This design comes from an exercise in tuning for small area, a short achievable clock period and few clock cycles on the open sky130 flow, not from production work. In this exercise RTL edits were held to simulation tests only and were not proved equivalent to the original. Power is estimated from default activity; no workload was simulated.

## run 1
==> flow/design.v <==
`default_nettype none
module intx_pacer (
    input  wire logic   clk_sys,
    input  wire logic   rst,
    input  wire logic   int_rdy,
    output logic        int_assert
);
    localparam logic [31:0] LFSR_TAPS = 32'h0000_00ae;
    localparam int          HOLD_W    = $clog2(64);
    typedef enum logic [1:0] {
        ST_REQ,
        ST_DRAW,
        ST_HOLD
    } state_t;
    state_t             state;
    logic [31:0]        lfsr;
    logic [HOLD_W-1:0]  hold_cnt;
    logic               int_q;
    assign int_assert = int_q;
    always_ff @(posedge clk_sys)
    begin
        if (rst)
            lfsr <= 32'h097d_7840;
        else if (state == ST_DRAW)
            lfsr <= {lfsr[30:0], lfsr[31]} ^ (lfsr[31] ? LFSR_TAPS : 32'h0);
    end
    always_ff @(posedge clk_sys)
    begin
        if (rst)
            hold_cnt <= '0;
        else if (state == ST_HOLD)
            hold_cnt <= hold_cnt + 1'b1;
    end
    always_ff @(posedge clk_sys)
    begin
        if (rst)
        begin
            state <= ST_REQ;
            int_q <= 1'b0;
        end
        else
        begin
            case (state)
                ST_REQ:
                begin
                    int_q <= !(int_q && int_rdy);
                    if (int_q && int_rdy)
                        state <= ST_DRAW;
                end
                ST_DRAW:
                begin
                    if (lfsr > 32'h6000_0000)
                        state <= ST_HOLD;
                end
                ST_HOLD:
                begin
                    if (&hold_cnt)
                    begin
                        int_q <= 1'b1;
                        state <= ST_REQ;
                    end
                end
                default:
                begin
                    state <= ST_REQ;
                end
            endcase
        end
    end
endmodule
`default_nettype wire
`default_nettype none
module pcie_tlp_bridge
(
    input  wire logic           clk_sys,
    input  wire logic           rst,
    input  wire logic [63:0]    rx_data,
    input  wire logic [7:0]     rx_keep,
    input  wire logic           rx_last,
    input  wire logic           rx_valid,
    output logic                rx_ready,
    output logic [63:0]         tx_data,
    output logic [7:0]          tx_keep,
    output logic                tx_last,
    output logic                tx_valid,
    input  wire logic           tx_ready,
    input  wire logic           int_rdy,
    output logic                int_assert
);
    logic [31:0]    q_lo   [3];
    logic [31:0]    q_hi   [3];
    logic           q_two  [3];
    logic           q_last [3];
    logic [2:0]     t;
    logic [2:0]     t_nx;
    logic           c1, c2;
    logic           c1_nx, c2_nx;
    logic           rdy_q;
    logic           two;
    logic           take;
    logic           pop;
    logic           cl1, cl2;        
    logic [3:0]     at;              
    assign two  = rx_keep[4];
    assign take = rx_valid && rdy_q;
    assign pop  = t[0] && tx_ready;
    assign rx_ready = rdy_q;
    assign tx_valid = t[0];
    assign tx_data  = {q_hi[0], q_lo[0]};
    assign tx_keep  = q_two[0] ? 8'hff : 8'h0f;
    assign tx_last  = q_last[0];
    assign at = {t[2], t[1] && !t[2], t[0] && !t[1], !t[0]};
    always_comb
    begin
        cl1   = 1'b0;
        cl2   = 1'b0;
        c1_nx = c1;
        c2_nx = c2;
        if (take)
        begin
            if (c2)
            begin
                cl2   = 1'b1;
                c2_nx = 1'b0;
            end
            else if (c1)
            begin
                cl2   = two;
                cl1   = !two && rx_last;
                c1_nx = 1'b0;
                c2_nx = !two && !rx_last;
            end
            else
            begin
                cl1   = rx_last;
                c1_nx = !rx_last && !two;
                c2_nx = !rx_last && two;
            end
        end
        case ({cl2, cl1, pop})
            3'b001:  t_nx = {1'b0, t[2:1]};
            3'b010:  t_nx = {t[1:0], 1'b1};
            3'b100:  t_nx = {t[0], 2'b11};
            3'b101:  t_nx = {t[1:0], 1'b1};
            default: t_nx = t;
        endcase
    end
    always_ff @(posedge clk_sys)
    begin
        if (rst)
        begin
            t     <= 3'b000;
            c1    <= 1'b0;
            c2    <= 1'b0;
            rdy_q <= 1'b1;
        end
        else
        begin
            t     <= t_nx;
            c1    <= c1_nx;
            c2    <= c2_nx;
            rdy_q <= (c1_nx || c2_nx) ? !t_nx[1] : !t_nx[2];
        end
    end
    logic [31:0]    w_lo;
    logic [31:0]    w_hi;
    logic           w_two_cur;
    logic           w_last_cur;
    logic           w_two_nxt;
    logic [2:0]     cur0, cur1, nxt0, nxt1;      
    logic [2:0]     lo0, lo1, hi0, hi1, cf0, cf1;
    logic [2:0]     lo_en, lo_w, hi_en, hi_w, fl_en, fl_cur, fl_nxt;
    assign w_lo       = c1 ? rx_data[63:32] : rx_data[31:0];
    assign w_hi       = c1 ? rx_data[31:0]  : rx_data[63:32];
    assign w_two_cur  = c1 || two;
    assign w_last_cur = rx_last && !(c1 && two);
    assign w_two_nxt  = c2 && two;
    assign cur0 = {3{rdy_q}} & at[2:0];
    assign nxt0 = {3{rdy_q}} & {at[1:0], 1'b0};
    assign cur1 = {3{rdy_q}} & at[3:1];
    assign nxt1 = {3{rdy_q}} & at[2:0];
    assign lo0  = (cur0 & {3{!c1 && !c2}}) | nxt0;
    assign lo1  = (cur1 & {3{!c1 && !c2}}) | nxt1;
    assign hi0  = (cur0 & {3{!c2}}) | nxt0;
    assign hi1  = (cur1 & {3{!c2}}) | nxt1;
    assign cf0  = cur0 & {3{!c2}};
    assign cf1  = cur1 & {3{!c2}};
    assign lo_en = pop ? {lo1[2], 2'b11} : lo0;
    assign lo_w  = pop ? lo1 : 3'b111;
    assign hi_en = pop ? {hi1[2], 2'b11} : hi0;
    assign hi_w  = pop ? hi1 : 3'b111;
    assign fl_en = pop ? {cf1[2] | nxt1[2], 2'b11} : (cf0 | nxt0);
    assign fl_cur = pop ? cf1 : cf0;
    assign fl_nxt = pop ? nxt1 : nxt0;
    always_ff @(posedge clk_sys)
    begin
        for (int i = 0; i < 3; i++)
        begin
            if (lo_en[i])
                q_lo[i] <= lo_w[i] ? w_lo : q_lo[(i + 1) % 3];
            if (hi_en[i])
                q_hi[i] <= hi_w[i] ? w_hi : q_hi[(i + 1) % 3];
            if (fl_en[i])
            begin
                if (fl_cur[i])
                begin
                    q_two[i]  <= w_two_cur;
                    q_last[i] <= w_last_cur;
                end
                else if (fl_nxt[i])
                begin
                    q_two[i]  <= w_two_nxt;
                    q_last[i] <= rx_last;
                end
                else
                begin
                    q_two[i]  <= q_two[(i + 1) % 3];
                    q_last[i] <= q_last[(i + 1) % 3];
                end
            end
        end
    end
    intx_pacer i_intx_pacer (
        .clk_sys    ( clk_sys    ),
        .rst        ( rst        ),
        .int_rdy    ( int_rdy    ),
        .int_assert ( int_assert )
    );
endmodule
`default_nettype wire
Settings: LEC_CHECK=0, ABC_CLOCK_PERIOD_IN_PS=2000, CAP_MARGIN=20, CORE_MARGIN=2, CORE_UTILIZATION=60, CTS_BUF_LIST=sky130_fd_sc_hd__clkbuf_4 sky130_fd_sc_hd__clkbuf_8, SETUP_SLACK_MARGIN=2.85, SLEW_MARGIN=20; clock period 5.0 ns.
standard.sh (not shown) runs the stock make flow with config.mk's settings and CLKGATE_MAP_FILE= SYNTH_SCRIPT=/design/flow/synth_recipe.tcl, a recipe that flattens the netlist after the stock synthesis.
==> flow/flow/run.sh <==
#!/bin/bash
# The standard layout (standard.sh), with the port buffers inserted as
# buf_1 cells and a clock tree built without dummy load cells. Its full
# output goes to standard.log.
export BUFFER_PORTS_ARGS="-buffer_cell sky130_fd_sc_hd__buf_1"
export CTS_ARGS="-sink_clustering_enable -repair_clock_nets -buf_list {sky130_fd_sc_hd__clkbuf_4 sky130_fd_sc_hd__clkbuf_8} -dont_use_dummy_load"
bash standard.sh > standard.log 2>&1
Testbench counts of run 1, summed over its fixed seeds: cycles 28,534.
For run 2, these inputs were changed with respect to run 1:
Settings: changing SETUP_SLACK_MARGIN from 2.85 to 3.0.
==> flow/flow/run.sh <==
#!/bin/bash
# The standard layout (standard.sh), with the port buffers inserted as
# buf_1 cells. Its full output goes to standard.log.
export BUFFER_PORTS_ARGS="-buffer_cell sky130_fd_sc_hd__buf_1"
bash standard.sh > standard.log 2>&1
## What came out
Register-to-register setup slack for run 2 is higher than for run 1. In the tables for run 1 and run 2, data arrival time of the critical path reads higher with run 2. Run 2: utilization after layout 5.1 points above run 1. Going from run 1 to run 2, met3 wire length has increased; routed length on met1 has increased; post-synthesis mux area share has remained practically unchanged. Via count: run 1 and run 2 compared, higher one is run 2. Changes observed in run 2 relative to run 1: ratio of final minimum period to clock period higher; last weighted congestion value of the routability-driven placer shows no meaningful change.
--- input diff run 2..run 3 ---
Settings: swapping 3.0 for 2.85 in SETUP_SLACK_MARGIN.
==> flow/flow/run.sh <==
#!/bin/bash
# The standard layout (standard.sh), with the port buffers inserted as
# buf_1 cells and a clock tree built without dummy load cells. Its full
# output goes to standard.log.
export BUFFER_PORTS_ARGS="-buffer_cell sky130_fd_sc_hd__buf_1"
export CTS_ARGS="-sink_clustering_enable -repair_clock_nets -sink_clustering_size 30 -sink_clustering_max_diameter 100 -buf_list {sky130_fd_sc_hd__clkbuf_16} -dont_use_dummy_load"
bash standard.sh > standard.log 2>&1
Findings:
Sequential share of layout area for run 3: 4.8 points up relative to run 2. Relative to run 2, the area after detailed placement of run 3 is lower by 140 um2. Of run 2 and run 3, run 3 shows the higher pin slew with the least headroom to its limit, with run 2 below it. Diff run 2 -> run 3 | remaining max-slew budget at the tightest pin | decrease of 2.0 points. Relative to run 2, power density over the cells has decreased by 34 mW/mm2 in run 3. Run 3 has final critical-path share of the clock period below what run 2 had. Number of nets in the final layout (run 2 / run 3): 1.07. NOTE: total power in run 3 falls short of that of run 2.

==> afterwards: timing with drivers on the ports <==
The results above use ideal ports. As a check the final layouts listed here were re-extracted and re-timed, cells and wires unchanged.
Step 1 sets driving cells, clkbuf_16 on the clock port and buf_2 on the other inputs (assumed; they add their load-dependent delay and slew).
Step 2, shift: input delay + t, output delay - t, t = (earliest + latest rising clock arrival at the registers) / 2. This alone moves slack from input paths to output paths.
a / b / c = ideal ports / drivers / drivers and shift; a / b = the first two.
run	t, ns	setup slack, ns	clock arrival spread, ns	worst data-port slew with drivers (ns)
run 1	0.559	2.874 / 2.835 / 2.353	0.041 / 0.041	0.06
run 2	0.571	2.837 / 2.797 / 2.427	0.011 / 0.011	0.06
run 3	0.501	2.897 / 2.850 / 2.447	0.087 / 0.087	0.06
After both steps setup and hold are still met in every run listed. The setup slack of run 1, which loses most, moves by -0.039 ns with the drivers and by -0.521 ns with both steps.
